This design comes from an exercise in tuning for small area and a short achievable clock period on the open sky130 flow, not from production work. No functional check of the RTL was part of any run shown here. Power figures rest on the tool's default switching activity, not on a simulated workload.

<file path="run.sh">
#!/bin/bash
# synth_recipe.tcl (not shown) runs the flow's synth.tcl, then flattens the netlist and writes it again
# the make line also repeats each setting of config.mk as NAME=value (left out here)
make -C /OpenROAD-flow-scripts/flow DESIGN_CONFIG=/design/flow/config.mk WORK_HOME=/design/flow/orfs CLKGATE_MAP_FILE= SYNTH_SCRIPT=/design/flow/synth_recipe.tcl finish
</file>
<file path="config.mk">
export PLATFORM = sky130hd
export DESIGN_NAME = cpu
export DESIGN_NICKNAME = cpu
export VERILOG_FILES = /design/flow/design.v
export SDC_FILE = /design/flow/constraint.sdc
export NUM_CORES = 4
export LEC_CHECK = 0
export CAP_MARGIN = 20
export CORE_MARGIN = 2
export CORE_UTILIZATION = 40
export SETUP_SLACK_MARGIN = 2.0
export SLEW_MARGIN = 20
</file>
<file path="constraint.sdc">
create_clock -name core_clock -period 6.0 [get_ports {clk}]
set_input_delay 1.2000 -clock core_clock [delete_from_list [all_inputs] [get_ports {clk}]]
set_output_delay 1.2000 -clock core_clock [all_outputs]
set_load 0.01 [all_outputs]
</file>
<file path="design.v">
`timescale 1ns/1ns
package cpuPkg;
  typedef logic [16-1:0] word_t;
  typedef logic [3:0] regIndex_t;
  typedef enum logic [3:0] {
    OP_NOP   = 4'd0,
    OP_ADD   = 4'd1,
    OP_SUB   = 4'd2,
    OP_AND   = 4'd3,
    OP_OR    = 4'd4,
    OP_XOR   = 4'd5,
    OP_MOVI  = 4'd6,
    OP_ADDI  = 4'd7,
    OP_CMPEQ = 4'd8,
    OP_CMPGT = 4'd9,
    OP_LOAD  = 4'd10,
    OP_BT    = 4'd11,
    OP_BF    = 4'd12,
    OP_JR    = 4'd13
  } opcode_t;
  typedef enum logic [2:0] {
    ALU_PASS, ALU_ADD, ALU_SUB, ALU_AND, ALU_OR, ALU_XOR, ALU_CMPEQ, ALU_CMPGT
  } aluOp_t;
  typedef enum logic [1:0] {MEM_NONE, MEM_LOAD} memOp_t;
  typedef enum logic [2:0] {JUMP_NONE, JUMP_REL, JUMP_REG} jumpOp_t;
  typedef enum logic [1:0] {BYP_FILE, BYP_EX, BYP_ME, BYP_IMM} bypassSel_t;
endpackage
`timescale 1ns/1ns
module cpu (
  input  logic          clk,
  input  logic          reset,
  output logic [15:0]   bAddr,
  input  logic [15:0]   bMemRead,
  output logic [15:0]   aAddr,
  input  logic [15:0]   aMemRead,
  output logic [15:0]   ifPc,
  output logic [15:0]   ifIr,
  output logic [15:0]   exCalResult,
  output logic [1:0]    exMemControl,
  output logic [3:0]    meRegisterT,
  output logic          meWriteEnable,
  output logic [15:0]   meCalResult,
  output logic          tFlag,
  output logic [175:0]  registerValue
);
  function automatic logic [16:0] carries16(input logic [15:0] a, input logic [15:0] b, input logic cin);
    logic [15:0] g, p;
    g = a & b;
    p = a ^ b;
    g[0] = g[0] | (p[0] & cin);
    for (int l = 0; l < 4; l++) begin
      for (int i = 15; i >= 0; i--) begin
        if (((i >> l) & 1) == 1) begin
          g[i] = g[i] | (p[i] & g[((i >> l) << l) - 1]);
          p[i] = p[i] & p[((i >> l) << l) - 1];
        end
      end
    end
    carries16 = {g, cin};
  endfunction
  function automatic logic [8:0] carries8(input logic [7:0] a, input logic [7:0] b);
    logic [7:0] g, p;
    g = a & b;
    p = a ^ b;
    for (int l = 0; l < 3; l++) begin
      for (int i = 7; i >= 0; i--) begin
        if (((i >> l) & 1) == 1) begin
          g[i] = g[i] | (p[i] & g[((i >> l) << l) - 1]);
          p[i] = p[i] & p[((i >> l) << l) - 1];
        end
      end
    end
    carries8 = {g, 1'b0};
  endfunction
  function automatic logic [15:0] addS8(input logic [15:0] a, input logic [7:0] b);
    logic [8:0] c;
    logic [7:0] lo, hi, inc, dec;
    logic       allOnes, allZeros;
    c  = carries8(a[7:0], b);
    lo = a[7:0] ^ b ^ c[7:0];
    hi = a[15:8];
    allOnes  = 1'b1;
    allZeros = 1'b1;
    for (int i = 0; i < 8; i++) begin
      inc[i]   = hi[i] ^ allOnes;
      dec[i]   = hi[i] ^ allZeros;
      allOnes  = allOnes & hi[i];
      allZeros = allZeros & !hi[i];
    end
    if (c[8] && !b[7])      addS8 = {inc, lo};
    else if (!c[8] && b[7]) addS8 = {dec, lo};
    else                    addS8 = {hi, lo};
  endfunction
  logic [15:0] pc;
  logic [15:0] idIr;
  logic        inDelaySlot;
  logic [3:0]  exRegisterT;
  logic        exWriteEnable;
  logic        exLoad;
  logic [15:0] regs [11];
  logic [15:0] opS, opM;
  logic        sFromEx, sFromMe, mFromEx, mFromMe;
  logic [3:0] op;
  assign op = idIr[15:12];
  logic isAdd, isSub, isAnd, isOr, isXor, isMovi, isAddi, isCmpEq, isCmpGt, isLoad;
  logic isBt, isBf, isJr;
  assign isAdd   = op == 4'd1;
  assign isSub   = op == 4'd2;
  assign isAnd   = op == 4'd3;
  assign isOr    = op == 4'd4;
  assign isXor   = op == 4'd5;
  assign isMovi  = op == 4'd6;
  assign isAddi  = op == 4'd7;
  assign isCmpEq = op == 4'd8;
  assign isCmpGt = op == 4'd9;
  assign isLoad  = op == 4'd10;
  assign isBt    = op == 4'd11;
  assign isBf    = op == 4'd12;
  assign isJr    = op == 4'd13;
  logic decWriteEnable;
  assign decWriteEnable = (op >= 4'd1 && op <= 4'd7) || isLoad;
  logic [15:0] rs, rm;
  assign rs = sFromEx ? exCalResult : (sFromMe ? meCalResult : opS);
  assign rm = mFromEx ? exCalResult : (mFromMe ? meCalResult : opM);
  logic        invert;
  logic [15:0] bOp, p, g, sum;
  logic [16:0] c;
  assign invert = isSub || isCmpGt;
  assign bOp    = rm ^ {16{invert}};
  assign p      = rs ^ bOp;
  assign g      = rs & bOp;
  assign c      = carries16(rs, bOp, isSub);
  assign sum    = p ^ c[15:0];
  logic gt, eq;
  assign gt = (!rs[15] && rm[15]) || ((!rs[15] || rm[15]) && c[15]);
  assign eq = p == 16'd0;
  logic [15:0] result;
  always_comb begin
    if (isAdd || isAddi || isSub) result = sum;
    else if (isAnd)               result = g;
    else if (isOr)                result = p | g;
    else if (isXor)               result = p;
    else                          result = rm;
  end
  logic tNext;
  assign tNext = isCmpGt ? gt : eq;
  logic [7:0] immA;
  always_comb begin
    if (isMovi)      immA = idIr[7:0];
    else if (isAddi) immA = {{4{idIr[3]}}, idIr[3:0]};
    else if (isLoad) immA = {4'b0, idIr[3:0]};
    else             immA = 8'd0;
  end
  logic jumpRel, jumpReg;
  assign jumpRel = !inDelaySlot && ((isBt && tFlag) || (isBf && !tFlag));
  assign jumpReg = !inDelaySlot && isJr;
  logic [15:0] pcAdd;
  assign pcAdd = addS8(pc, jumpRel ? idIr[7:0] : 8'd1);
  logic [15:0] nxtIr;
  assign nxtIr = reset ? 16'd0 : bMemRead;
  logic [3:0] nS, nM;
  logic       nImm;
  assign nS   = bMemRead[7:4];
  assign nM   = bMemRead[3:0];
  assign nImm = nxtIr[15:13] == 3'b011;   
  logic [15:0] readS, readM, immM;
  logic sMeHit, mMeHit;
  assign sMeHit = meWriteEnable && meRegisterT == nS;
  assign mMeHit = meWriteEnable && meRegisterT == nM;
  always_comb begin
    readS = sMeHit && nS < 4'd11 ? meCalResult : 16'd0;
    readM = mMeHit && nM < 4'd11 ? meCalResult : 16'd0;
    for (int i = 0; i < 11; i++) begin
      readS = readS | ({16{nS == 4'(i) && !sMeHit}} & regs[i]);
      readM = readM | ({16{nM == 4'(i) && !mMeHit}} & regs[i]);
    end
  end
  assign immM = nxtIr[12] ? {{12{nxtIr[3]}}, nxtIr[3:0]} : {{8{nxtIr[7]}}, nxtIr[7:0]};
  always_ff @(posedge clk) begin
    if (reset) begin
      pc            <= 16'd0;
      exWriteEnable <= 1'b0;
      meWriteEnable <= 1'b0;
      tFlag         <= 1'b0;
      meCalResult   <= 16'd0;
    end else begin
      pc            <= jumpReg ? rs : pcAdd;
      exWriteEnable <= decWriteEnable;
      meWriteEnable <= exWriteEnable;
      if (isCmpEq || isCmpGt) tFlag <= tNext;
      meCalResult   <= exLoad ? aMemRead : exCalResult;
    end
    idIr        <= nxtIr;
    inDelaySlot <= jumpRel || jumpReg;
    exLoad      <= isLoad;
    opS         <= readS;
    opM         <= nImm ? immM : readM;
    sFromEx     <= nS < 4'd11 && decWriteEnable && idIr[11:8] == nS;
    sFromMe     <= nS < 4'd11 && exWriteEnable && exRegisterT == nS;
    mFromEx     <= !nImm && nM < 4'd11 && decWriteEnable && idIr[11:8] == nM;
    mFromMe     <= !nImm && nM < 4'd11 && exWriteEnable && exRegisterT == nM;
    exCalResult <= result;
    exRegisterT <= idIr[11:8];
    aAddr       <= addS8(rs, immA);
    meRegisterT <= exRegisterT;
  end
  logic [15:0] writeValue;
  assign writeValue = reset ? 16'd0 : meCalResult;
  always_ff @(posedge clk) begin
    for (int i = 0; i < 11; i++) begin
      if (reset || (meWriteEnable && meRegisterT == 4'(i))) regs[i] <= writeValue;
    end
  end
  always_comb begin
    for (int i = 0; i < 11; i++) registerValue[16*i +: 16] = regs[i];
  end
  assign bAddr        = pc;
  assign ifPc         = pc;
  assign ifIr         = bMemRead;
  assign exMemControl = {1'b0, exLoad};
endmodule
</file>
==> impl_metrics.yaml, run 1 <==
run_status:
  outcome: "finished clean"
worst_setup_path:
  rr_startpoint: "sFromMe$_DFF_P_"
  cp.buffers_inverters: 2
  crit_chain: "clkdlybuf4s50_1 -> clkdlybuf4s50_1"
  timing.critical_path.from_type: "primary input"
  cell_seen_most_often_among_critical_path_stages: "sky130_fd_sc_hd__clkdlybuf4s50_1"
  crit_path_max_delay_family: "buffers and inverters"
  timing.critical_path.arrival_ns: 2.69
  critPathCaptureType: "primary output"
  worstPathRequired_ns: 4.80
  criticalPathCategory: "in -> out"
  cpMaxStageDelayCell: "sky130_fd_sc_hd__clkdlybuf4s50_1"
  cp_max_fo: 13
  critical_path_s_largest_stage_delay_ns: 0.83
  crit_path_start: "bMemRead[4]"
finish:
  layout_cells_sized_above_1: 0.0842
  layout_commonest_cell: "sky130_fd_sc_hd__clkdlybuf4s50_1"
  antenna_cells_inserted: 0
  layout_common_cells: "sky130_fd_sc_hd__clkdlybuf4s50_1 (309), sky130_fd_sc_hd__edfxtp_1 (176), sky130_fd_sc_hd__dfxtp_1 (125), sky130_fd_sc_hd__nor2_1 (105), sky130_fd_sc_hd__mux2i_1 (90)"
  fin_nets: 1893
  area_growth_pct: 29.1
synthesis:
  synthSimpleGateAreaFrac: 0.120
  synth_edf_count: 176
  synthDistinctLibCells: 78
  ys_seq_area_frac: 0.484
  synthesis.area_per_instance_um2: 10.6
  asyncSetResetFlopFracSynth: 0
  yosys.area_share.adder: 0.0582
  syn-num-nets: 1635
  synth-main-ff-cell: "sky130_fd_sc_hd__edfxtp_1"
  instance_count_of_the_mapped_netlist: 1532
  synth.cell_area_um2: 16300
  synth.yosys.warnings: 2
  synth_top_family_by_area: "compound AO/OA/AOI/OAI gates"
  synth_compound_area_frac: 0.189
  synthXorXnorAreaFrac: 0.0415
  yosys-mux-area-fraction: 0.0575
  ys_ff_latch: 305
detailed_routing:
  antenna_violating_nets_remaining: 0
  vias_per_std_cell: 6.20
  detail_route.wl_per_cell_um: 29.4
  totalWireLength_mm: 68.8
  detailedRoute.firstIterationViolations: 1834
  drt_pass1_iterations: 6
  drt_drc_violations_left: 0
  routed-via-count: 14500
floorplan:
  initial_core_util: 0.407
  io-pin-count: 314
  overall_die_width_um: 206
  core.rowCount: 73
  fp.coreArea_um2: 39900
  die_area_um2: 42300
  fp.dieH_um: 206
clock_tree:
  cts_tree: "done"
  root_buffer_master: "sky130_fd_sc_hd__clkbuf_16"
  cts.hold.buffers_added: 0
  cts_max_level: 2
  clk_pin_slew_ns: 0.05
  cts_buffers: 36
  clock-sinks: 305
  cts_buffer_depth: 3
  clkLatencyLatePin_ns: 0.57
sta:
  relSlewSlack: 0.235
  finalWorstPathRequiredPeriod_ns: 3.89
  report.final.slew_viol_count: 0
  setup_viol_count_final: 0
  final_min_period_over_clock_period: 0.648
  max_freq_mhz: 257
  rsz0062_at_grt: "false"
  timing_worst_slew_pin_value_ns: 1.15
  finalHoldViolCount: 0
  fin_worst_setup_slack_ns: 2.11
  sum_neg_setup_slack_ns: 0
  skew_ns: 0.0276
place:
  preCtsSetupSlack_ns: 1.54
  io_buffer_count: 312
  gp_congestion: 0.967
  place.detailed.hpwl_mm: 50.0
global_route:
  pin_count_of_the_biggest_net_entering_global_routing: 60
  global_route.overflow_total: 0
  grt_pass1_vias: 14100
  grt_antenna_before_repair: 1
  grt_usage: 0.320
  wire_length_of_the_first_global_routing_pass_mm: 97.5
hold_path:
  hold_path.startpoint: "idIr[11]$_SDFF_PP0_"
  hold_path_class: "reg -> reg"
power_and_ir_drop:
  power.total_w: 0.00626
  power.density_nw_per_um2: 298
  p_leak_nw: 7.79
  highest_ir_drop_seen_on_vdd_uv: 180
run:
  timing.max_cap.violations: 0
-- sequential cells by signal (all words and copies together) (netlist names), 4 cells and up --
register and count:
opM 16, aAddr 16, opS 16, pc 16, regs 176, meRegisterT 4, meCalResult 16, exRegisterT 4
exCalResult 16, idIr 16
-- per-layer routing --
layer / track usage / vias to the layer above / wire (µm)
met3: 0.0562 / 198 / 6270
li1: - / 6269 / -
met2: 0.518 / 977 / 31800
met4: 0.142 / 2 / 3270
met5: 0 / - / 15
met1: 0.418 / 7079 / 27400
-- per-stage QoR --
step	std cells	hold slack, ns	instance area [µm²]	utilization
4_1_cts	2337	0.402	20900	0.524
6_report	2342	0.400	21000	0.526
5_1_grt	2342	0.402	21000	0.526
3_3_place_gp	2270	0.383	19700	0.494
3_5_place_dp	2272	0.391	19700	0.495
2_1_floorplan	1532	0.375	16300	-
-- cells by family after synthesis --
kind of cell,Yosys count
adders and majority gates,69
other,1
muxes,93
xor gates and xnor gates,77
and+or+nand+nor,384
AOI/OAI and AO/OA,433
buffers and inverters,170
DFF,305
-- repair_timing --
action,in CTS,in global routing
setup endpoints to repair,2,19
pin swaps,0,2
gates resized for setup,3,10
setup buffers,0,5
-- synth_stat cells (6+ instances only) --
| master | count | area, µm² |
|---|---|---|
| sky130_fd_sc_hd__inv_1 | 34 | 128 |
| sky130_fd_sc_hd__clkbuf_1 | 67 | 251 |
| sky130_fd_sc_hd__buf_1 | 11 | 41.3 |
| sky130_fd_sc_hd__and2_1 | 11 | 68.8 |
| sky130_fd_sc_hd__a22o_1 | 42 | 368 |
| sky130_fd_sc_hd__nand2b_1 | 12 | 75.1 |
| sky130_fd_sc_hd__nand3_1 | 28 | 140 |
| sky130_fd_sc_hd__mux2i_1 | 90 | 901 |
| sky130_fd_sc_hd__and3_1 | 17 | 106 |
| sky130_fd_sc_hd__a31oi_1 | 29 | 181 |
| sky130_fd_sc_hd__o21ai_0 | 54 | 270 |
| sky130_fd_sc_hd__buf_2 | 23 | 115 |
| sky130_fd_sc_hd__a22oi_1 | 46 | 345 |
| sky130_fd_sc_hd__nor2b_1 | 49 | 307 |
| sky130_fd_sc_hd__nor2_1 | 109 | 409 |
| sky130_fd_sc_hd__dfxtp_1 | 129 | 2580 |
| sky130_fd_sc_hd__ha_1 | 58 | 726 |
| sky130_fd_sc_hd__a21o_1 | 11 | 82.6 |
| sky130_fd_sc_hd__nor3b_1 | 6 | 45.0 |
| sky130_fd_sc_hd__a221oi_1 | 55 | 482 |
| sky130_fd_sc_hd__nand4_1 | 14 | 87.6 |
| sky130_fd_sc_hd__xor2_1 | 33 | 289 |
| sky130_fd_sc_hd__a211oi_1 | 18 | 135 |
| sky130_fd_sc_hd__fa_1 | 11 | 220 |
| sky130_fd_sc_hd__xnor2_1 | 44 | 385 |
| sky130_fd_sc_hd__nor4_1 | 9 | 56.3 |
| sky130_fd_sc_hd__nand2_1 | 75 | 282 |
| sky130_fd_sc_hd__nor3_1 | 19 | 95.1 |
| sky130_fd_sc_hd__o22ai_1 | 9 | 56.3 |
| sky130_fd_sc_hd__a31o_2 | 7 | 61.3 |
| sky130_fd_sc_hd__buf_4 | 35 | 263 |
| sky130_fd_sc_hd__edfxtp_1 | 176 | 5290 |
| sky130_fd_sc_hd__o21a_1 | 11 | 82.6 |
| sky130_fd_sc_hd__a21oi_1 | 88 | 440 |
-- report_power, final --
| group | leakage, nW | internal, W | switching [W] | total [W] |
|---|---|---|---|---|
| sequential | 2.88 | 0.00245 | 0.000304 | 0.00275 |
| combinational | 4.33 | 0.000609 | 0.000713 | 0.00132 |
| clock | 0.577 | 0.00127 | 0.000917 | 0.00218 |
| total | 7.79 | 0.00432 | 0.00193 | 0.00626 |
-- worst paths after layout --
path,to,slack [ns],cells past startpoint
setup reg to reg,exCalResult[8]$_DFF_P_,2.23,14
setup / recovery,ifIr[4],2.11,2
hold reg to reg,exRegisterT[3]$_DFF_P_,0.40,0
hold / removal,exRegisterT[3]$_DFF_P_,0.40,0
-- layout make-up --
type | instances | area [µm²]
sequential | 305 | 7880
clock inverter | 18 | 173
multi-input combinational | 1057 | 7710
tap | 525 | 657
inverter | 34 | 128
fill | 3523 | 18900
timing repair buffer | 356 | 3460
clock buffer | 47 | 992
==> inputs of run 2 (changes only) <==
--- a/config.mk
+++ b/config.mk
@@ -10,3 +10,3 @@
 export CORE_UTILIZATION = 40
-export SETUP_SLACK_MARGIN = 2.0
+export SETUP_SLACK_MARGIN = 3.0
 export SLEW_MARGIN = 20
==> run 2 against run 1 <==
Against the previous run: still clean; power rose by 3.4%; setup slack improved by 0.66 ns; final area rose by 6.4%; global-route usage rose by 0.41 points; first-iteration DRC count fell by 12%; via count rose by 2.5%; area after synthesis did not move; final cell count rose by 2.9%; utilization rose by 3.4 points; fmax rose by 20%; combinational power rose by 11%; largest cell class is now multi-input combinational cells; largest power group unchanged; highest routed layer is now met4.
==> impl_metrics.yaml, run 2 <==
clock_tree:
  cts_buffer_depth: 3
  cts_max_level: 2
  clk_pin_slew_ns: 0.06
  clock-sinks: 305
  cts_buffers: 35
  root_buffer_master: "sky130_fd_sc_hd__clkbuf_16"
  clkLatencyLatePin_ns: 0.54
  cts_tree: "done"
  cts.hold.buffers_added: 0
detailed_routing:
  vias_per_std_cell: 6.18
  totalWireLength_mm: 69.7
  routed-via-count: 14900
  drt_pass1_iterations: 6
  detail_route.wl_per_cell_um: 29.0
  antenna_violating_nets_remaining: 0
  detailedRoute.firstIterationViolations: 1617
  drt_drc_violations_left: 0
synthesis:
  ys_top_cells_by_area: "sky130_fd_sc_hd__edfxtp_1 (33%), sky130_fd_sc_hd__dfxtp_1 (16%), sky130_fd_sc_hd__mux2i_1 (5.5%), sky130_fd_sc_hd__ha_1 (4.5%), sky130_fd_sc_hd__a221oi_1 (3.0%)"
  most_instantiated_cells_after_synthesis: "sky130_fd_sc_hd__edfxtp_1 (176), sky130_fd_sc_hd__dfxtp_1 (129), sky130_fd_sc_hd__nor2_1 (109)"
  asyncSetResetFlopFracSynth: 0
  synth_compound_area_frac: 0.189
  synth_top_area_cell: "sky130_fd_sc_hd__edfxtp_1"
  yosys.area_share.adder: 0.0582
  ys_ff_latch: 305
  yosys-mux-area-fraction: 0.0575
  synth_top_family_by_area: "compound AO/OA/AOI/OAI gates"
  synthSimpleGateAreaFrac: 0.120
  synth.most_common_cell: "sky130_fd_sc_hd__edfxtp_1"
  syn-num-nets: 1635
  ys_seq_area_frac: 0.484
  synth.yosys.warnings: 2
  synth.cell_area_um2: 16300
  yosysTopAreaCellShare: 0.325
  synth-main-ff-cell: "sky130_fd_sc_hd__edfxtp_1"
  synthDistinctLibCells: 78
  synth_edf_count: 176
  synthesis.area_per_instance_um2: 10.6
  synthXorXnorAreaFrac: 0.0415
  instance_count_of_the_mapped_netlist: 1532
finish:
  fin_nets: 1961
  area_growth_pct: 37.4
  largest_register_ff_count: 176
  regMostFlops: "regs"
  layout_cells_sized_above_1: 0.176
  layout_common_cells: "sky130_fd_sc_hd__clkdlybuf4s50_1 (279), sky130_fd_sc_hd__edfxtp_1 (176), sky130_fd_sc_hd__dfxtp_1 (117), sky130_fd_sc_hd__nor2_1 (98), sky130_fd_sc_hd__buf_4 (89)"
  nFillCells: 3388
  layout_commonest_cell: "sky130_fd_sc_hd__clkdlybuf4s50_1"
run_status:
  outcome: "finished clean"
floorplan:
  fp.dieH_um: 206
  initial_core_util: 0.407
  core.rowCount: 73
  io-pin-count: 314
  overall_die_width_um: 206
  fp.coreArea_um2: 39900
  die_area_um2: 42300
power_and_ir_drop:
  p_leak_nw: 8.34
  netSwitchingFraction: 0.305
  clkPwrFrac: 0.350
  share_of_total_power_in_sequential_cells: 0.425
  p_switching_w: 0.00197
  power_report.internal_total_w: 0.00450
  power.total_w: 0.00647
  highest_ir_drop_seen_on_vdd_uv: 179
  power.density_nw_per_um2: 290
  combPwrFrac: 0.225
worst_setup_path:
  timing.critical_path.arrival_ns: 3.68
  critical_path_s_largest_stage_delay_ns: 0.44
  crit_path_max_delay_family: "adder cells"
  cp_max_fo: 4
  crit_chain: "inv_4 -> nand2_2 -> nor2_2 -> a21oi_2 -> nor2_4 -> buf_12 -> xnor2_4 -> fa_2 -> fa_2 -> a21o_1 -> a221o_1 -> a21oi_2 -> fa_2 -> nor2_1 -> a21oi_1 -> o21ai_1"
  timing.critical_path.from_type: "register"
  cell_seen_most_often_among_critical_path_stages: "sky130_fd_sc_hd__fa_2"
  cpMaxStageDelayCell: "sky130_fd_sc_hd__fa_2"
  critPathCaptureType: "register"
  cp.buffers_inverters: 2
  criticalPathCategory: "reg -> reg"
  worstPathRequired_ns: 6.46
place:
  io_buffer_count: 312
  gp_congestion: 0.985
  place.detailed.hpwl_mm: 49.4
sta:
  timing_worst_slew_pin_value_ns: 1.14
  max_freq_mhz: 310
  final_min_period_over_clock_period: 0.538
  report.final.slew_viol_count: 0
  finalHoldViolCount: 0
  relSlewSlack: 0.238
  sum_neg_setup_slack_ns: 0
  setup_viol_count_final: 0
  skew_ns: 0.0240
  finalWorstPathRequiredPeriod_ns: 3.23
  rsz0062_at_grt: "true"
hold_path:
  hold_path_class: "reg -> reg"
run:
  timing.max_cap.violations: 0
global_route:
  grt_pass1_vias: 14500
  global_route.overflow_total: 0
  pin_count_of_the_biggest_net_entering_global_routing: 56
  wire_length_of_the_first_global_routing_pass_mm: 99.5
  grt_antenna_before_repair: 0
  grt_usage: 0.324
run 2: what timing repair did:
item	4_1_cts	5_1_grt
pin swaps	34	25
gates resized for setup	178	65
buffers inserted	52	22
endpoints found under the setup margin	90	33
gates cloned	3	0
run 2: cell families after synthesis:
group                      Yosys count
other                                1
muxes                               93
buffers and inverters              170
xor gates and xnor gates            77
AOI/OAI and AO/OA                  433
and+or+nand+nor                    384
adders and majority gates           69
DFF                                305
run 2: per-layer routing:
layer,GRT usage,up-vias,part of all wire
met2,0.524,954,0.46
met4,0.145,0,0.054
met3,0.0557,230,0.089
li1,-,6401,-
met1,0.425,7305,0.40
met5,0,-,0
run 2: worst paths after layout:
| path | startpoint | end | slack, ns | depth (start not counted) |
|---|---|---|---|---|
| max | idIr[12]$_DFF_P_ | exCalResult[8]$_DFF_P_ | 2.77 | 16 |
| min reg2reg | exRegisterT[3]$_DFF_P_ | meRegisterT[3]$_DFF_P_ | 0.40 | 0 |
| min | exRegisterT[3]$_DFF_P_ | meRegisterT[3]$_DFF_P_ | 0.40 | 0 |
| max reg2reg | idIr[12]$_DFF_P_ | exCalResult[8]$_DFF_P_ | 2.77 | 16 |
run 2: area by class of cell:
| type | instances | area, µm² | share of cell area |
|---|---|---|---|
| Multi-Input combinational cell | 1057 | 8260 | 0.370 |
| Sequential cell | 305 | 7900 | 0.353 |
| Timing Repair Buffer | 425 | 4190 | 0.188 |
| Clock buffer | 42 | 955 | 0.0427 |
| Tap cell | 525 | 657 | 0.0294 |
| Clock inverter | 20 | 249 | 0.0111 |
| Inverter | 34 | 134 | 0.00599 |
| Antenna cell | 1 | 2.50 | 0.000112 |
run 2: stage by stage:
stage	instances	utilization	setup WS (ns)	hold WS, ns	area [µm²]
2_1_floorplan	1532	-	2.72	0.375	16400
3_3_place_gp	2269	0.496	1.55	0.389	19800
3_5_place_dp	2269	0.496	1.52	0.385	19800
4_1_cts	2386	0.547	2.76	0.401	21800
5_1_grt	2408	0.560	2.66	0.403	22300
6_report	2409	0.560	2.77	0.398	22300
run 2: power by group through the flow:
stage	registers (W)	clock network, W	logic, W
floorplan	0.00269	0	0.000647
finish	0.00275	0.00227	0.00146
CTS	0.00273	0.00228	0.00138
detailed placement	0.00277	0	0.00131
global placement	0.00278	0	0.00130
global route	0.00275	0.00237	0.00156
==> inputs of run 3 (changes only) <==
--- a/design.v
+++ b/design.v
@@ -124,6 +124,5 @@
   assign rm = mFromEx ? exCalResult : (mFromMe ? meCalResult : opM);
-  logic        invert;
+  logic        invert, carryIn;
   logic [15:0] bOp, p, g, sum;
   logic [16:0] c;
-  assign invert = isSub || isCmpGt;
   assign bOp    = rm ^ {16{invert}};
@@ -131,3 +130,3 @@
   assign g      = rs & bOp;
-  assign c      = carries16(rs, bOp, isSub);
+  assign c      = carries16(rs, bOp, carryIn);
   assign sum    = p ^ c[15:0];
@@ -193,2 +192,4 @@
     idIr        <= nxtIr;
+    invert      <= nxtIr[15:12] == 4'd2 || nxtIr[15:12] == 4'd9;
+    carryIn     <= nxtIr[15:12] == 4'd2;
     inDelaySlot <= jumpRel || jumpReg;
==> run 3 against run 2 <==
Against the previous run: still clean on timing, DRC and antenna; global-route usage is 0.93 points higher; fmax shrank 2.0%; non-clock buffer count decreased by 27; final area shrank 0.55%; sequential share of layout area increased by 0.44 points; clock power about the same; highest routed layer is now met5.
==> impl_metrics.yaml, run 3 <==
run_status:
  outcome: "finished clean"
sta:
  rsz0062_at_grt: "true"
  skew_ns: 0.0244
  report.final.slew_viol_count: 0
  sum_neg_setup_slack_ns: 0
  final_min_period_over_clock_period: 0.549
  finalHoldViolCount: 0
  relSlewSlack: 0.251
  max_freq_mhz: 304
  hold_slack_ns: 0.399
  timing_worst_slew_pin_value_ns: 1.12
  finalWorstPathRequiredPeriod_ns: 3.29
  setup_viol_count_final: 0
finish:
  nFillCells: 3535
  layout_common_cells: "sky130_fd_sc_hd__clkdlybuf4s50_1 (279), sky130_fd_sc_hd__edfxtp_1 (176), sky130_fd_sc_hd__nor2_1 (115), sky130_fd_sc_hd__dfxtp_1 (112), sky130_fd_sc_hd__nand2_1 (96)"
  finalNonFillerCells: 2412
  area_growth_pct: 35.1
  layout_commonest_cell: "sky130_fd_sc_hd__clkdlybuf4s50_1"
  fin_nets: 1958
  largest_register_ff_count: 176
  post-route-util: 0.545
  layout_cells_sized_above_1: 0.174
  regMostFlops: "regs"
  antenna_cells_inserted: 0
synthesis:
  synth.cell_area_um2: 16400
  instance_count_of_the_mapped_netlist: 1555
  synthesis.area_per_instance_um2: 10.6
  most_instantiated_cells_after_synthesis: "sky130_fd_sc_hd__edfxtp_1 (176), sky130_fd_sc_hd__dfxtp_1 (131), sky130_fd_sc_hd__nor2_1 (120)"
  synth.yosys.warnings: 2
  synth.most_common_cell: "sky130_fd_sc_hd__edfxtp_1"
  yosysTopAreaCellShare: 0.321
  synth_edf_count: 176
  syn-num-nets: 1658
  synth-main-ff-cell: "sky130_fd_sc_hd__edfxtp_1"
  ys_ff_latch: 307
  synth_top_area_cell: "sky130_fd_sc_hd__edfxtp_1"
  synthDistinctLibCells: 80
  ys_top_cells_by_area: "sky130_fd_sc_hd__edfxtp_1 (32%), sky130_fd_sc_hd__dfxtp_1 (16%), sky130_fd_sc_hd__mux2i_1 (4.4%), sky130_fd_sc_hd__ha_1 (4.4%), sky130_fd_sc_hd__nor2_1 (2.7%)"
  ys_seq_area_frac: 0.481
  asyncSetResetFlopFracSynth: 0
detailed_routing:
  met3WireLength_mm: 6.68
  detailedRoute.firstIterationViolations: 1732
  detail_route.wl_per_cell_um: 29.9
  met2_length_mm: 32.9
  drt_pass1_iterations: 7
  totalWireLength_mm: 72.1
  route.layer.met1.wl_mm: 30.0
  vias_per_std_cell: 6.18
  highest_routing_layer_actually_used: "met5"
  drt_drc_violations_left: 0
  antenna_violating_nets_remaining: 0
  routed-via-count: 14900
hold_path:
  hold_path_class: "reg -> reg"
  whs_path_depth: 0
  whs_endpoint: "meRegisterT[1]$_DFF_P_"
  hold_path.startpoint: "exRegisterT[1]$_DFF_P_"
clock_tree:
  root_buffer_master: "sky130_fd_sc_hd__clkbuf_16"
  clock-sinks: 307
  cts_buffer_depth: 3
  clk_pin_slew_ns: 0.06
  cts_tree: "done"
  clkLatencyLatePin_ns: 0.56
  cts_buffers: 34
  cts_max_level: 2
floorplan:
  fp.coreArea_um2: 40700
  core.rowCount: 74
  overall_die_width_um: 207
  io-pin-count: 314
  die_area_um2: 42700
  initial_core_util: 0.404
  fp.dieH_um: 207
power_and_ir_drop:
  highest_ir_drop_seen_on_vdd_uv: 202
  clkPwrFrac: 0.349
  power_report.internal_total_w: 0.00447
  combPwrFrac: 0.223
  p_switching_w: 0.00195
  share_of_total_power_in_sequential_cells: 0.428
  power.density_nw_per_um2: 289
  p_leak_nw: 8.35
  netSwitchingFraction: 0.304
  power.total_w: 0.00642
worst_setup_path:
  register_to_register_path_depth: 12
  timing.critical_path.from_type: "register"
  crit_chain: "buf_6 -> mux2_2 -> mux2i_1 -> xnor2_2 -> ha_2 -> a211oi_4 -> o211ai_1 -> buf_4 -> a31oi_4 -> o21bai_1 -> a211o_1 -> a31o_2"
  critical_path.reg2reg.endpoint: "exCalResult[14]$_DFF_P_"
  critPathCaptureType: "register"
  worstPathRequired_ns: 6.44
  cpMaxStageDelayCell: "sky130_fd_sc_hd__mux2_2"
  reg2reg_slack_ns: 2.71
  criticalPathCategory: "reg -> reg"
  rr_startpoint: "mFromMe$_DFF_P_"
  timing.critical_path.arrival_ns: 3.73
  cp_max_fo: 10
  critical_path_s_largest_stage_delay_ns: 0.36
place:
  io_buffer_count: 312
  gp_congestion: 0.978
  place.detailed.hpwl_mm: 51.8
  placed_cells: 2289
global_route:
  grt_pass1_vias: 14400
  global_route.overflow_total: 0
  wire_length_of_the_first_global_routing_pass_mm: 103
  pin_count_of_the_biggest_net_entering_global_routing: 51
  grt_usage: 0.333
  grt_antenna_before_repair: 1
run:
  timing.max_cap.violations: 0
## run 3: worst max path at each step
stage	endpoint	cells past startpoint	from	slack [ns]
after floorplan	exCalResult[8]$_DFF_P_	15	sFromMe$_DFF_P_	2.89
after global placement	opS[6]$_DFF_P_	8	bMemRead[5]	1.71
after detailed placement	opS[6]$_DFF_P_	8	bMemRead[5]	1.63
after CTS	ifIr[0]	4	bMemRead[0]	2.73
after global routing	exCalResult[14]$_DFF_P_	12	mFromMe$_DFF_P_	2.61
final	exCalResult[14]$_DFF_P_	12	mFromMe$_DFF_P_	2.71
## run 3: final cells by class
type / instances / area [µm²] / share of cell area
tap: 532 / 666 / 0.0300
clock inverter: 16 / 220 / 0.00991
inverter: 54 / 203 / 0.00912
timing repair buffer: 398 / 3970 / 0.179
clock buffer: 45 / 953 / 0.0429
multi-input combinational: 1060 / 8260 / 0.372
sequential: 307 / 7950 / 0.358
## run 3: power groups by stage
stage	Clock (W)	Sequential (W)	Combinational, W
6_report	0.00224	0.00275	0.00143
4_1_cts	0.00225	0.00274	0.00138
3_3_place_gp	0	0.00279	0.00127
2_1_floorplan	0	0.00269	0.000630
3_5_place_dp	0	0.00278	0.00128
5_1_grt	0.00233	0.00276	0.00153
## run 3: cell families after synthesis
kind of cell | count (synthesis) | synth area share
compound gates | 402 | 0.177
xor+xnor | 61 | 0.0325
fa+ha+maj | 70 | 0.0581
buf+inv | 189 | 0.0532
flops | 307 | 0.481
mux | 101 | 0.0698
other cells | 1 | 0.000228
simple gates | 424 | 0.129
## run 3: per-stage QoR
step           cell area [µm²]  worst slack, ns
2_1_floorplan            16500             2.89
3_3_place_gp             19800             1.71
3_5_place_dp             19800             1.63
4_1_cts                  21900             2.73
5_1_grt                  22200             2.61
6_report                 22200             2.71
## run 3: metal layers
metal | GRT usage | vias up
met2 | 0.524 | 960
li1 | - | 6394
met1 | 0.464 | 7423
met5 | 0 | -
met4 | 0.121 | 2
met3 | 0.0542 | 139
## run 3: worst max-delay path: cells and delay by family, from the launching register on
family | cells | cell delay, ns
compound gates | 6 | 1.31
xor+xnor | 1 | 0.19
mux | 2 | 0.64
flops | 1 | 0.35
fa+ha+maj | 1 | 0.36
buf+inv | 2 | 0.33
## run 3: what timing repair did
action,CTS,global route
resized for setup,180,63
setup buffers,40,16
hold buffers,0,0
gates cloned,6,0
setup endpoints to repair,88,65
pin swaps,27,26
==> inputs of run 4 (changes only) <==
==> flow/run.sh (new file) <==
#!/bin/bash
# The standard layout, with three changes:
#  - synthesis maps with flow/map.abc (area-leaning) and without the
#    full/half adder cells (adders stay plain gates for abc);
#  - ports are buffered with the smallest buffer instead of a delay cell;
# everything else (floorplan, tap cells, power grid, placement, CTS,
# routing) is the standard flow's own flow, run through standard.sh.
set -euo pipefail
here=$(pwd)
bash standard.sh ADDER_MAP_FILE= SYNTH_SCRIPT="$here/flow/my_synth.tcl" \
  "BUFFER_PORTS_ARGS=-buffer_cell sky130_fd_sc_hd__buf_1" finish > "$here/standard_flow.log" 2>&1
==> flow/map.abc (new file) <==
strash
&get -n
&fraig -x
&put
scorr
dc2
strash
&get -n
&dch -f
&nf
&put
topo
stime -c
buffer -c
upsize -c
dnsize -c
==> flow/my_synth.tcl (new file) <==
# Standard synthesis script with one change: abc maps with the area-leaning
# script next to this file (the flip-flops are mapped before abc, so
# registers, their names and cells are the standard synthesis's).
set ::my_abc_script [file join [file dirname [file normalize [info script]]] map.abc]
proc abc {args} {
  set i [lsearch -exact $args -script]
  if { $i >= 0 } { set args [lreplace $args [expr {$i + 1}] [expr {$i + 1}] $::my_abc_script] }
  yosys abc {*}$args
}
proc synth {args} { yosys synth -nofsm -noshare {*}$args }
source $::env(SCRIPTS_DIR)/synth.tcl
# left out here: clear keep_hierarchy, flatten, clean up, hide names made inside functions, write 1_2_yosys.v
==> standard.sh (new file) <==
#!/bin/bash
# synth_recipe.tcl (not shown) runs the flow's synth.tcl, then flattens the netlist and writes it again
# the make line also repeats each setting of config.mk as NAME=value (left out here)
make -C /OpenROAD-flow-scripts/flow DESIGN_CONFIG=/design/flow/config.mk WORK_HOME=/design/flow/orfs CLKGATE_MAP_FILE= SYNTH_SCRIPT=/design/flow/synth_recipe.tcl "${@:-finish}"
removed: run.sh
==> run 4 against run 3 <==
Against the previous run: via count is 6.8% lower; sequential cell count stayed put; global-route usage is 2.7 points lower; utilization is 0.61 points higher; synthesized cell count is 12% lower; critical path type unchanged; largest cell class is now flip-flops and latches.
==> impl_metrics.yaml, run 4 <==
detailed_routing:
  drt_drc_violations_left: 0
  antenna_violating_nets_remaining: 0
  drt_pass1_iterations: 8
  routed-via-count: 13900
  detail_route.wl_per_cell_um: 26.9
  vias_per_std_cell: 6.13
  detailedRoute.firstIterationViolations: 2055
  totalWireLength_mm: 61.1
clock_tree:
  cts_max_level: 2
  clk_pin_slew_ns: 0.06
  clkLatencyLatePin_ns: 0.56
  root_buffer_master: "sky130_fd_sc_hd__clkbuf_16"
  clock-sinks: 307
  cts_buffers: 36
  cts_buffer_depth: 3
  cts_tree: "done"
  cts.hold.buffers_added: 0
synthesis:
  most_instantiated_cells_after_synthesis: "sky130_fd_sc_hd__edfxtp_1 (176), sky130_fd_sc_hd__dfxtp_1 (131), sky130_fd_sc_hd__nor2_1 (125)"
  yosysTopAreaCellShare: 0.363
  instance_count_of_the_mapped_netlist: 1362
  synth.yosys.warnings: 2
  synth_top_area_cell: "sky130_fd_sc_hd__edfxtp_1"
  synthesis.area_per_instance_um2: 10.7
  synth_edf_count: 176
  ys_seq_area_frac: 0.542
  ys_ff_latch: 307
  synthDistinctLibCells: 69
  ys_top_cells_by_area: "sky130_fd_sc_hd__edfxtp_1 (36%), sky130_fd_sc_hd__dfxtp_1 (18%), sky130_fd_sc_hd__a222oi_1 (6.0%), sky130_fd_sc_hd__xnor2_1 (4.7%), sky130_fd_sc_hd__mux2i_1 (3.4%)"
  synth.most_common_cell: "sky130_fd_sc_hd__edfxtp_1"
  asyncSetResetFlopFracSynth: 0
  syn-num-nets: 1396
  synth-main-ff-cell: "sky130_fd_sc_hd__edfxtp_1"
  synth.cell_area_um2: 14600
finish:
  layout_cells_sized_above_1: 0.224
  layout_common_cells: "sky130_fd_sc_hd__buf_1 (304), sky130_fd_sc_hd__edfxtp_1 (176), sky130_fd_sc_hd__dfxtp_1 (121), sky130_fd_sc_hd__buf_4 (116), sky130_fd_sc_hd__nor2_1 (110)"
  fin_nets: 1815
  regMostFlops: "regs"
  area_growth_pct: 35.2
  layout_commonest_cell: "sky130_fd_sc_hd__buf_1"
  largest_register_ff_count: 176
  antenna_cells_inserted: 0
  nFillCells: 3108
global_route:
  grt_antenna_before_repair: 2
  grt_pass1_vias: 13200
  grt_usage: 0.306
  wire_length_of_the_first_global_routing_pass_mm: 86.3
  pin_count_of_the_biggest_net_entering_global_routing: 64
  global_route.overflow_total: 0
worst_setup_path:
  critical_path_cell_count: 17
  criticalPathCategory: "reg -> reg"
  crit_path_end: "aAddr[15]$_DFF_P_"
  cell_seen_most_often_among_critical_path_stages: "sky130_fd_sc_hd__maj3_2"
  critical_path.reg2reg.endpoint: "aAddr[15]$_DFF_P_"
  cp_max_fo: 4
  critPathCaptureType: "register"
  reg2reg_slack_ns: 1.86
  cp.buffers_inverters: 1
  crit_path_start: "idIr[13]$_DFF_P_"
  crit_path_max_delay_family: "adder cells"
  register_to_register_path_depth: 17
  cpMaxStageDelayCell: "sky130_fd_sc_hd__or3_4"
  timing.critical_path.arrival_ns: 4.56
  rr_startpoint: "idIr[13]$_DFF_P_"
  crit_chain: "buf_4 -> and4bb_2 -> a21o_4 -> nand2_1 -> maj3_2 -> maj3_2 -> maj3_2 -> maj3_2 -> maj3_2 -> nor2_4 -> nor2_4 -> nor3_2 -> nand4_1 -> or3_4 -> mux2i_4 -> nand2_2 -> xnor2_1"
  critical_path_s_largest_stage_delay_ns: 0.46
  timing.critical_path.from_type: "register"
  worstPathRequired_ns: 6.42
power_and_ir_drop:
  highest_ir_drop_seen_on_vdd_uv: 243
  p_leak_nw: 7.10
  power.density_nw_per_um2: 316
sta:
  sum_neg_setup_slack_ns: 0
  finalHoldViolCount: 0
  timing_worst_slew_pin_value_ns: 1.08
  max_freq_mhz: 242
  relSlewSlack: 0.282
  hold_slack_ns: 0.394
  final_min_period_over_clock_period: 0.690
  rsz0062_at_grt: "true"
  setup_viol_count_final: 0
  skew_ns: 0.0180
  finalWorstPathRequiredPeriod_ns: 4.14
  report.final.slew_viol_count: 0
floorplan:
  io-pin-count: 314
  fp.coreArea_um2: 35700
  die_area_um2: 38000
  fp.dieH_um: 195
  initial_core_util: 0.408
  overall_die_width_um: 195
  core.rowCount: 69
hold_path:
  hold_path_class: "reg -> reg"
place:
  io_buffer_count: 312
  gp_congestion: 0.920
  place.detailed.hpwl_mm: 38.9
run:
  timing.max_cap.violations: 0
run_status:
  outcome: "finished clean"
run 4: cell count changes after synthesis, sizes merged, moves of 11 or more:
cell | previous run | this run
xnor2 | 45 | 79
mux2i | 73 | 50
a221oi | 35 | 11
a222oi | 11 | 88
ha | 58 | 0
a22oi | 58 | 34
o21a | 14 | 1
a31oi | 25 | 4
a32oi | 19 | 0
inv | 52 | 18
buf | 72 | 49
o21ai | 52 | 64
fa | 11 | 0
mux2 | 19 | 0
run 4: stage by stage:
step                 util  instances  setup slack [ns]  power [W]  cell area [µm²]
CTS                 0.530       2224              1.85    0.00614            18900
global placement    0.456       2054              1.54    0.00365            16300
detailed placement  0.456       2054              1.42    0.00366            16300
finish              0.552       2270              1.86    0.00624            19700
floorplan               -       1362              1.81    0.00324            15000
global route        0.552       2270              1.72    0.00642            19700
run 4: worst min-delay path by stage:
| stage | from | end | slack (ns) | cells after the start |
|---|---|---|---|---|
| after detailed placement | idIr[11]$_SDFF_PP0_ | exRegisterT[3]$_DFF_P_ | 0.39 | 0 |
| after global placement | idIr[11]$_SDFF_PP0_ | exRegisterT[3]$_DFF_P_ | 0.39 | 0 |
| after global routing | idIr[10]$_SDFF_PP0_ | exRegisterT[2]$_DFF_P_ | 0.41 | 0 |
| after CTS | idIr[11]$_SDFF_PP0_ | exRegisterT[3]$_DFF_P_ | 0.40 | 0 |
| final | idIr[11]$_SDFF_PP0_ | exRegisterT[3]$_DFF_P_ | 0.39 | 0 |
| after floorplan | idIr[8]$_SDFF_PP0_ | exRegisterT[0]$_DFF_P_ | 0.37 | 0 |
run 4: logic make-up (layout without fill, tap and decap cells):
kind of cell | Yosys count | after routing | synth area share
DFF | 307 | 307 | 0.542
muxes | 50 | 50 | 0.0343
adders and majority gates | 9 | 9 | 0.00687
buffers and inverters | 130 | 576 | 0.0434
AOI/OAI and AO/OA | 352 | 352 | 0.176
and+or+nand+nor | 413 | 414 | 0.137
xor gates and xnor gates | 100 | 100 | 0.0601
other | 1 | 1 | 0.000257
run 4: what timing repair did:
action	4_1_cts	5_1_grt
resized for setup	118	82
endpoints found under the setup margin	69	57
gates cloned	1	2
pin swaps	91	83
setup buffers	103	42
run 4: where the power goes:
part	total [W]	switching [W]	internal (W)	leakage [nW]
Sequential	0.00270	0.000245	0.00246	2.90
Clock	0.00239	0.000923	0.00146	0.618
Combinational	0.00115	0.000703	0.000442	3.57
Total	0.00624	0.00187	0.00436	7.10
run 4: area by class of cell:
cell class / count / area [µm²] / area share
tap: 461 / 577 / 0.0293
timing repair buffer: 492 / 3030 / 0.154
clock inverter: 22 / 304 / 0.0154
multi-input combinational: 926 / 6810 / 0.345
inverter: 18 / 90.1 / 0.00457
clock buffer: 44 / 972 / 0.0493
sequential: 307 / 7930 / 0.402
run 4: per-layer routing:
| metal | GRT usage | vias up | wire (µm) |
|---|---|---|---|
| met5 | 0 | - | 0 |
| met4 | 0.147 | 0 | 2980 |
| met3 | 0.0776 | 225 | 7550 |
| met2 | 0.490 | 1061 | 27800 |
| met1 | 0.387 | 6647 | 22700 |
| li1 | - | 5978 | - |
==> inputs of run 5 (changes only) <==
==> flow/map.abc (replaced) <==
strash
&get -n
&fraig -x
&put
scorr
dc2
strash
dch -f
map -D 3000
topo
stime -c
buffer -c
upsize -c -D 3000
dnsize -c -D 3000
==> run 5 against run 4 <==
Against the previous run: via count increased by 13%; still clean on timing, DRC and antenna; non-clock buffer count grew 84; critical path depth increased by 12; highest routed layer unchanged; largest cell class unchanged.
==> impl_metrics.yaml, run 5 <==
sta:
  finalHoldViolCount: 0
  timing_worst_slew_pin_value_ns: 1.07
  finalWorstPathRequiredPeriod_ns: 3.71
  relSlewSlack: 0.281
  report.final.slew_viol_count: 0
  rsz0062_at_grt: "true"
  setup_viol_count_final: 0
  sum_neg_setup_slack_ns: 0
  fin_worst_setup_slack_ns: 2.29
  max_freq_mhz: 269
  skew_ns: 0.0162
  final_min_period_over_clock_period: 0.619
power_and_ir_drop:
  power.density_nw_per_um2: 302
  share_of_total_power_in_sequential_cells: 0.431
  p_switching_w: 0.00196
  combPwrFrac: 0.205
  netSwitchingFraction: 0.313
  highest_ir_drop_seen_on_vdd_uv: 235
  power_report.internal_total_w: 0.00429
  p_leak_nw: 8.09
  clkPwrFrac: 0.364
detailed_routing:
  totalWireLength_mm: 67.9
  vias_per_std_cell: 5.89
  detailedRoute.firstIterationViolations: 2077
  drt_pass1_iterations: 7
  detail_route.wl_per_cell_um: 25.4
  routed-via-count: 15800
  drt_drc_violations_left: 0
  antenna_violating_nets_remaining: 0
finish:
  regMostFlops: "regs"
  largest_register_ff_count: 176
  area_growth_pct: 37.7
  fin_nets: 2216
  layout_commonest_cell: "sky130_fd_sc_hd__buf_1"
  antenna_cells_inserted: 0
  layout_common_cells: "sky130_fd_sc_hd__buf_1 (303), sky130_fd_sc_hd__buf_4 (223), sky130_fd_sc_hd__inv_1 (187), sky130_fd_sc_hd__nand2_1 (179), sky130_fd_sc_hd__edfxtp_1 (176)"
  layout_cells_sized_above_1: 0.248
floorplan:
  core.rowCount: 70
  initial_core_util: 0.408
  die_area_um2: 39100
  overall_die_width_um: 198
  io-pin-count: 314
  fp.coreArea_um2: 36800
  fp.dieH_um: 198
clock_tree:
  cts_max_level: 2
  clock-sinks: 307
  clkLatencyLatePin_ns: 0.56
  root_buffer_master: "sky130_fd_sc_hd__clkbuf_16"
  cts_buffers: 36
  clk_pin_slew_ns: 0.07
  cts_tree: "done"
  cts_buffer_depth: 3
  cts.hold.buffers_added: 0
synthesis:
  instance_count_of_the_mapped_netlist: 1661
  synth.most_common_cell: "sky130_fd_sc_hd__inv_1"
  ys_seq_area_frac: 0.527
  synth.cell_area_um2: 15000
  ys_ff_latch: 307
  synthDistinctLibCells: 56
  synth-main-ff-cell: "sky130_fd_sc_hd__edfxtp_1"
  yosysTopAreaCellShare: 0.352
  synthesis.area_per_instance_um2: 9.04
  synth.yosys.warnings: 2
  most_instantiated_cells_after_synthesis: "sky130_fd_sc_hd__inv_1 (220), sky130_fd_sc_hd__nand2_1 (206), sky130_fd_sc_hd__nor2_1 (182)"
  synth_top_area_cell: "sky130_fd_sc_hd__edfxtp_1"
  asyncSetResetFlopFracSynth: 0
  ys_top_cells_by_area: "sky130_fd_sc_hd__edfxtp_1 (35%), sky130_fd_sc_hd__dfxtp_1 (17%), sky130_fd_sc_hd__inv_1 (5.5%), sky130_fd_sc_hd__nand2_1 (5.2%), sky130_fd_sc_hd__nor2_1 (4.6%)"
  syn-num-nets: 1695
  synth_edf_count: 176
place:
  place.detailed.hpwl_mm: 44.8
  gp_congestion: 0.985
  io_buffer_count: 312
  preCtsSetupSlack_ns: 1.79
global_route:
  grt_antenna_before_repair: 1
  wire_length_of_the_first_global_routing_pass_mm: 94.9
  grt_pass1_vias: 14800
  pin_count_of_the_biggest_net_entering_global_routing: 37
  global_route.overflow_total: 0
  grt_usage: 0.332
worst_setup_path:
  criticalPathCategory: "reg -> reg"
  cp_max_fo: 7
  critPathCaptureType: "register"
  cell_seen_most_often_among_critical_path_stages: "sky130_fd_sc_hd__nand2_2"
  timing.critical_path.arrival_ns: 4.14
  cp.buffers_inverters: 11
  timing.critical_path.from_type: "register"
  crit_path_max_delay_family: "buffers and inverters"
  cpMaxStageDelayCell: "sky130_fd_sc_hd__dfxtp_2"
  critical_path_s_largest_stage_delay_ns: 0.32
  worstPathRequired_ns: 6.43
run:
  timing.max_cap.violations: 0
hold_path:
  hold_path_class: "reg -> reg"
run_status:
  outcome: "finished clean"
[run 5: cell types whose count changed after synthesis, moves of 41 or more]
cell                       change
sky130_fd_sc_hd__nor2b_1      -43
sky130_fd_sc_hd__nand2_1     +104
sky130_fd_sc_hd__a221oi_1     +41
sky130_fd_sc_hd__o21ai_0      +64
sky130_fd_sc_hd__a222oi_1     -88
sky130_fd_sc_hd__inv_1       +202
sky130_fd_sc_hd__nor2_1       +57
sky130_fd_sc_hd__xnor2_1      -61
[run 5: power by group through the flow]
stage / registers, W / clock network, W / logic (W)
detailed placement: 0.00272 / 0 / 0.000947
floorplan: 0.00270 / 0 / 0.000520
global route: 0.00270 / 0.00238 / 0.00137
CTS: 0.00267 / 0.00231 / 0.00116
global placement: 0.00272 / 0 / 0.000940
finish: 0.00269 / 0.00228 / 0.00128
[run 5: final cells by class]
cell class / instances / area, µm²
clock buffers: 44 / 983
clock inverters: 22 / 231
fillers: 3188 / 16100
inverters: 225 / 937
multi-input cells: 1033 / 6570
flip-flops and latches: 307 / 7940
well taps: 468 / 586
repair buffers: 576 / 3410
repair inverters: 3 / 18.8
[run 5: timing repair]
item | CTS | global route
buffers inserted | 174 | 51
gates resized for setup | 139 | 128
endpoints found under the setup margin | 60 | 63
pin swaps | 65 | 81
cloned | 4 | 2
[run 5: worst reg2reg max path, delay by kind of cell, from the launching register on]
family | cells | cell delay [ns]
xor gates and xnor gates | 1 | 0.23
AOI/OAI and AO/OA | 6 | 0.72
DFF | 1 | 0.32
buffers and inverters | 11 | 1.35
and+or+nand+nor | 11 | 0.99
[run 5: worst paths after layout]
check                                          from                endpoint  slack (ns)  cells after the start
worst max-delay path                mFromMe$_DFF_P_  exCalResult[7]$_DFF_P_        2.29                     29
worst min-delay path            idIr[10]$_SDFF_PP0_  exRegisterT[2]$_DFF_P_        0.40                      0
worst max register to register      mFromMe$_DFF_P_  exCalResult[7]$_DFF_P_        2.29                     29
worst min register to register  idIr[10]$_SDFF_PP0_  exRegisterT[2]$_DFF_P_        0.40                      0
[run 5: logic make-up after synthesis]
kind of cell	after synthesis	share of synthesized area
AO/OA/AOI/OAI	460	0.195
multiplexers	27	0.0180
adder cells (fa/ha/maj)	1	0.000750
flip-flops	307	0.527
other	1	0.000250
buffers and inverters	321	0.0897
AND/OR/NAND/NOR	487	0.136
XOR/XNOR	57	0.0333
[run 5: through the flow]
stage	hold slack, ns	instances	instance area (µm²)	power [W]	util
2_1_floorplan	0.360	1661	15200	0.00322	-
3_3_place_gp	0.398	2381	16700	0.00366	0.455
3_5_place_dp	0.394	2381	16700	0.00366	0.455
4_1_cts	0.405	2625	19800	0.00614	0.537
5_1_grt	0.412	2678	20700	0.00645	0.562
6_report	0.402	2678	20700	0.00625	0.562
[run 5: routing by layer]
layer / routed length (µm) / GRT usage / vias to the layer above
li1: - / - / 6865
met1: 26000 / 0.416 / 7472
met2: 31100 / 0.542 / 1151
met3: 6680 / 0.0717 / 282
met4: 4150 / 0.168 / 0
met5: 0 / 0 / -
==> inputs of run 6 (changes only) <==
--- a/config.mk
+++ b/config.mk
@@ -9,3 +9,3 @@
 export CORE_MARGIN = 2
-export CORE_UTILIZATION = 40
+export CORE_UTILIZATION = 60
 export SETUP_SLACK_MARGIN = 3.0
==> run 6 against run 5 <==
Against the previous run: the flow now stops in global routing; synthesized cell count unchanged; area after synthesis did not move.
==> impl_metrics.yaml, run 6 <==
run_status:
  outcome: "stopped before the end"
  haltStage: "global routing"
  first-error: "[ERROR GRT-0232] Routing congestion too high. Check the congestion heatmap in the GUI."
floorplan:
  io-pin-count: 314
  overall_die_width_um: 162
  initial_core_util: 0.614
  fp.dieH_um: 162
  core.rowCount: 57
synthesis:
  most_instantiated_cells_after_synthesis: "sky130_fd_sc_hd__inv_1 (220), sky130_fd_sc_hd__nand2_1 (206), sky130_fd_sc_hd__nor2_1 (182)"
  syn-num-nets: 1695
  synth_edf_count: 176
  synth.most_common_cell: "sky130_fd_sc_hd__inv_1"
  instance_count_of_the_mapped_netlist: 1661
  synthDistinctLibCells: 56
  ys_ff_latch: 307
  synthesis.area_per_instance_um2: 9.04
  synth_top_area_cell: "sky130_fd_sc_hd__edfxtp_1"
  yosysTopAreaCellShare: 0.352
  ys_seq_area_frac: 0.527
  asyncSetResetFlopFracSynth: 0
  ys_top_cells_by_area: "sky130_fd_sc_hd__edfxtp_1 (35%), sky130_fd_sc_hd__dfxtp_1 (17%), sky130_fd_sc_hd__inv_1 (5.5%), sky130_fd_sc_hd__nand2_1 (5.2%), sky130_fd_sc_hd__nor2_1 (4.6%)"
  synth.yosys.warnings: 2
  synth.cell_area_um2: 15000
  synth-main-ff-cell: "sky130_fd_sc_hd__edfxtp_1"
global_route:
  grt_usage: 0.816
  grt_antenna_before_repair: 12
  global_route.overflow_total: 10
  pin_count_of_the_biggest_net_entering_global_routing: 49
place:
  placed_cells: 2236
  placement.cell_area_um2: 16500
  place.detailed.hpwl_mm: 39.6
  gp_congestion: 1.01
  io_buffer_count: 312
clock_tree:
  root_buffer_master: "sky130_fd_sc_hd__clkbuf_16"
  cts_max_level: 1
  cts_buffer_depth: 3
  clock-sinks: 307
  cts_buffers: 31
sta:
  kind_of_endpoint_with_the_least_setup_slack: "register data pin"
  grt_worst_setup_endpoint: "aAddr[15]$_DFF_P_/D"
-- run 6: cell counts after synthesis --
Identical to the previous run, type by type.
-- run 6: cell families after synthesis --
| logic type | share of synthesized area |
|---|---|
| adders and majority gates | 0.000750 |
| AOI/OAI and AO/OA | 0.195 |
| and+or+nand+nor | 0.136 |
| buffers and inverters | 0.0897 |
| muxes | 0.0180 |
| xor gates and xnor gates | 0.0333 |
| other | 0.000250 |
| DFF | 0.527 |
-- run 6: worst min path at each step --
stage	startpoint	endpoint	slack (ns)	cells after the start
after CTS	exRegisterT[1]$_DFF_P_	meRegisterT[1]$_DFF_P_	0.41	0
after detailed placement	exRegisterT[1]$_DFF_P_	meRegisterT[1]$_DFF_P_	0.39	0
after global placement	exRegisterT[1]$_DFF_P_	meRegisterT[1]$_DFF_P_	0.39	0
after floorplan	exRegisterT[2]$_DFF_P_	meRegisterT[2]$_DFF_P_	0.36	0
-- run 6: power groups by stage --
stage	clock network, W	registers, W	logic (W)
global placement	0	0.00270	0.000915
detailed placement	0	0.00270	0.000930
CTS	0.00217	0.00266	0.00108
floorplan	0	0.00270	0.000520
-- run 6: what timing repair did --
action | in CTS
buffers inserted | 168
hold buffers | 0
gates cloned | 2
pin swaps | 50
gates resized for setup | 152
endpoints found under the setup margin | 60
-- run 6: per-stage QoR --
stage / worst slack (ns) / power (W)
3_3_place_gp: 1.67 / 0.00362
4_1_cts: 2.45 / 0.00590
3_5_place_dp: 1.52 / 0.00363
2_1_floorplan: 2.83 / 0.00322
-- run 6: metal layers --
metal  global-route usage  overflow
met1                0.829         3
met2                0.918         3
met3                0.757         0
met4                0.713         4
met5                0.597         0
==> inputs of run 7 (changes only) <==
==> flow/map.abc (replaced) <==
strash
&get -n
&fraig -x
&put
scorr
dc2
strash
dch -f
map
topo
stime -c
buffer -c
upsize -c
dnsize -c
--- a/config.mk
+++ b/config.mk
@@ -9,3 +9,3 @@
 export CORE_MARGIN = 2
-export CORE_UTILIZATION = 60
+export CORE_UTILIZATION = 40
 export SETUP_SLACK_MARGIN = 3.0
==> run 7 against run 6 <==
Against the previous run: now clean on timing, DRC and antenna; area after synthesis rose by 1.7%; synthesized cell count rose by 0.12%.
==> impl_metrics.yaml, run 7 <==
sta:
  sum_neg_setup_slack_ns: 0
  fin_worst_setup_slack_ns: 2.73
  max_freq_mhz: 306
  finalWorstPathRequiredPeriod_ns: 3.27
  final_min_period_over_clock_period: 0.545
  timing_worst_slew_pin_value_ns: 1.18
  relSlewSlack: 0.213
  rsz0062_at_grt: "true"
  setup_viol_count_final: 0
  report.final.slew_viol_count: 0
  skew_ns: 0.0309
  finalHoldViolCount: 0
synthesis:
  synth-main-ff-cell: "sky130_fd_sc_hd__edfxtp_1"
  yosysTopAreaCellShare: 0.346
  ys_seq_area_frac: 0.518
  ys_ff_latch: 307
  syn-num-nets: 1697
  synth_edf_count: 176
  synth_top_area_cell: "sky130_fd_sc_hd__edfxtp_1"
  asyncSetResetFlopFracSynth: 0
  synth.cell_area_um2: 15300
  synthesis.area_per_instance_um2: 9.18
  synthDistinctLibCells: 72
  synth.yosys.warnings: 2
  most_instantiated_cells_after_synthesis: "sky130_fd_sc_hd__inv_1 (205), sky130_fd_sc_hd__nand2_1 (192), sky130_fd_sc_hd__edfxtp_1 (176)"
  ys_top_cells_by_area: "sky130_fd_sc_hd__edfxtp_1 (35%), sky130_fd_sc_hd__dfxtp_1 (17%), sky130_fd_sc_hd__inv_1 (5.0%), sky130_fd_sc_hd__nand2_1 (4.7%), sky130_fd_sc_hd__o21ai_0 (4.1%)"
  instance_count_of_the_mapped_netlist: 1663
  synth.most_common_cell: "sky130_fd_sc_hd__inv_1"
worst_setup_path:
  timing.critical_path.arrival_ns: 3.70
  critical_path_cell_count: 21
  critPathCaptureType: "register"
  cp_max_fo: 5
  critical_path_s_largest_stage_delay_ns: 0.36
  cpMaxStageDelayCell: "sky130_fd_sc_hd__dfxtp_4"
  worstPathRequired_ns: 6.43
  crit_chain: "clkinvlp_4 -> o211ai_1 -> o21a_2 -> buf_4 -> nand3_4 -> nand2_4 -> o21bai_4 -> a21oi_4 -> o21bai_4 -> a21oi_2 -> o21bai_2 -> nand2_2 -> a21oi_4 -> o21bai_4 -> nand3_2 -> nand4_4 -> nand2_4 -> a31oi_4 -> nand2_2 -> a21oi_2 -> o22ai_2"
  crit_path_max_delay_family: "compound AO/OA/AOI/OAI gates"
  register_to_register_path_depth: 21
  cell_seen_most_often_among_critical_path_stages: "sky130_fd_sc_hd__o21bai_4"
  criticalPathCategory: "reg -> reg"
  timing.critical_path.from_type: "register"
  cp.buffers_inverters: 2
finish:
  layout.cell_area.non_filler_um2: 20200
  area_growth_pct: 32.0
  layout_commonest_cell: "sky130_fd_sc_hd__buf_1"
  fin_nets: 2124
  antenna_cells_inserted: 0
  layout_cells_sized_above_1: 0.213
  area.sequential_um2: 7940
  post-route-util: 0.535
  nFillCells: 3518
  multi_input_comb_area_um2: 6780
  largest_register_ff_count: 176
  layout_common_cells: "sky130_fd_sc_hd__buf_1 (303), sky130_fd_sc_hd__inv_1 (176), sky130_fd_sc_hd__edfxtp_1 (176), sky130_fd_sc_hd__nand2_1 (175), sky130_fd_sc_hd__buf_4 (148)"
  regMostFlops: "regs"
detailed_routing:
  routed-via-count: 15300
  detailedRoute.firstIterationViolations: 2127
  vias_per_std_cell: 5.84
  drt_pass1_iterations: 8
  totalWireLength_mm: 67.2
  detail_route.wl_per_cell_um: 25.6
  antenna_violating_nets_remaining: 0
  drt_drc_violations_left: 0
place:
  io_buffer_count: 312
  placement.cell_area_um2: 17000
  gp_congestion: 0.971
  place.detailed.hpwl_mm: 46.4
  preCtsSetupSlack_ns: 1.58
hold_path:
  whs_path_depth: 0
  hold_path_class: "reg -> reg"
clock_tree:
  clock-sinks: 307
  cts_max_level: 2
  cts_buffer_depth: 3
  clkLatencyLatePin_ns: 0.57
  cts_buffers: 35
  root_buffer_master: "sky130_fd_sc_hd__clkbuf_16"
  cts_tree: "done"
  cts.hold.buffers_added: 0
  clk_pin_slew_ns: 0.06
run_status:
  outcome: "finished clean"
global_route:
  global_route.overflow_total: 0
  grt_pass1_vias: 14200
  wire_length_of_the_first_global_routing_pass_mm: 94.3
  pin_count_of_the_biggest_net_entering_global_routing: 34
  grt_antenna_before_repair: 0
  grt_usage: 0.328
power_and_ir_drop:
  p_leak_nw: 7.63
  power.density_nw_per_um2: 311
  highest_ir_drop_seen_on_vdd_uv: 207
floorplan:
  die_area_um2: 39700
  core.rowCount: 71
  io-pin-count: 314
  fp.coreArea_um2: 37700
  initial_core_util: 0.405
  fp.dieH_um: 199
  overall_die_width_um: 199
run:
  timing.max_cap.violations: 0
run 7: power breakdown:
| part | leakage (nW) | internal, W | switching (W) |
|---|---|---|---|
| clock network | 0.609 | 0.00147 | 0.000945 |
| logic | 4.12 | 0.000394 | 0.000765 |
| registers | 2.91 | 0.00246 | 0.000243 |
run 7: per-layer routing:
layer | vias to the layer above | GRT usage | wire length, µm
met5 | - | 0 | 0
met4 | 0 | 0.104 | 2480
met3 | 172 | 0.0731 | 7040
met2 | 1056 | 0.532 | 31000
met1 | 7394 | 0.436 | 26700
li1 | 6724 | - | -
run 7: area by class of cell:
| cell class | count | area share |
|---|---|---|
| Timing Repair Buffer | 479 | 0.129 |
| Multi-Input combinational cell | 1050 | 0.336 |
| Tap cell | 511 | 0.0317 |
| Clock inverter | 25 | 0.0180 |
| Sequential cell | 307 | 0.394 |
| Clock buffer | 38 | 0.0456 |
| Inverter | 213 | 0.0443 |
| Timing Repair inverter | 4 | 0.00130 |
run 7: worst paths after layout:
check	from	end	slack [ns]
min	idIr[10]$_SDFF_PP0_	exRegisterT[2]$_DFF_P_	0.39
max	sFromMe$_DFF_P_	exCalResult[15]$_DFF_P_	2.73
max reg2reg	sFromMe$_DFF_P_	exCalResult[15]$_DFF_P_	2.73
min reg2reg	idIr[10]$_SDFF_PP0_	exRegisterT[2]$_DFF_P_	0.39
run 7: metrics by stage:
step	hold slack, ns	total power [W]	instances
6_report	0.394	0.00627	2627
5_1_grt	0.405	0.00649	2627
4_1_cts	0.393	0.00621	2576
3_5_place_dp	0.384	0.00372	2428
3_3_place_gp	0.391	0.00372	2428
2_1_floorplan	0.360	0.00325	1663
run 7: what timing repair did:
action | in CTS | in global routing
endpoints found under the hold margin | 0 | 0
setup buffers | 79 | 50
gates resized for setup | 139 | 102
endpoints found under the setup margin | 236 | 48
pin swaps | 61 | 73
cloned | 6 | 1
run 7: cells by family (layout without fill, tap and decap cells):
family / Yosys count / in the layout / share of synthesized area
AOI/OAI and AO/OA: 470 / 470 / 0.203
xor gates and xnor gates: 60 / 60 / 0.0344
muxes: 24 / 24 / 0.0157
buffers and inverters: 308 / 759 / 0.0870
DFF: 307 / 307 / 0.518
and+or+nand+nor: 492 / 494 / 0.141
adders and majority gates: 1 / 1 / 0.000738
other: 1 / 1 / 0.000246

-- separate check: timing with driven ports --
The results above use ideal ports. As a check the final layouts listed here were re-extracted and re-timed, cells and wires unchanged. Step 1 assumes that a clkbuf_16 drives the clock port and a buf_2 every other input. Step 2, shift: input delay + t, output delay - t, t = (earliest + latest rising clock arrival at the registers) / 2. This alone moves slack from input paths to output paths. Slacks: ideal / step 1 / step 2; pairs: ideal / step 1.
run	shift t [ns]	slack for setup (ns)	worst setup path at the end
run 1	0.610	2.115 / 2.093 / 1.699	input to register
run 2	0.589	2.775 / 2.775 / 2.447	input to register
run 3	0.609	2.708 / 2.708 / 2.481	input to register
run 4	0.605	1.862 / 1.862 / 1.862	register to register
run 5	0.607	2.289 / 2.289 / 2.289	register to register
run 7	0.612	2.732 / 2.732 / 2.381	input to register
After both steps setup and hold are still met in every run listed. The setup slack of run 1, which loses most, moves by -0.022 ns with the drivers and by -0.416 ns with both steps.
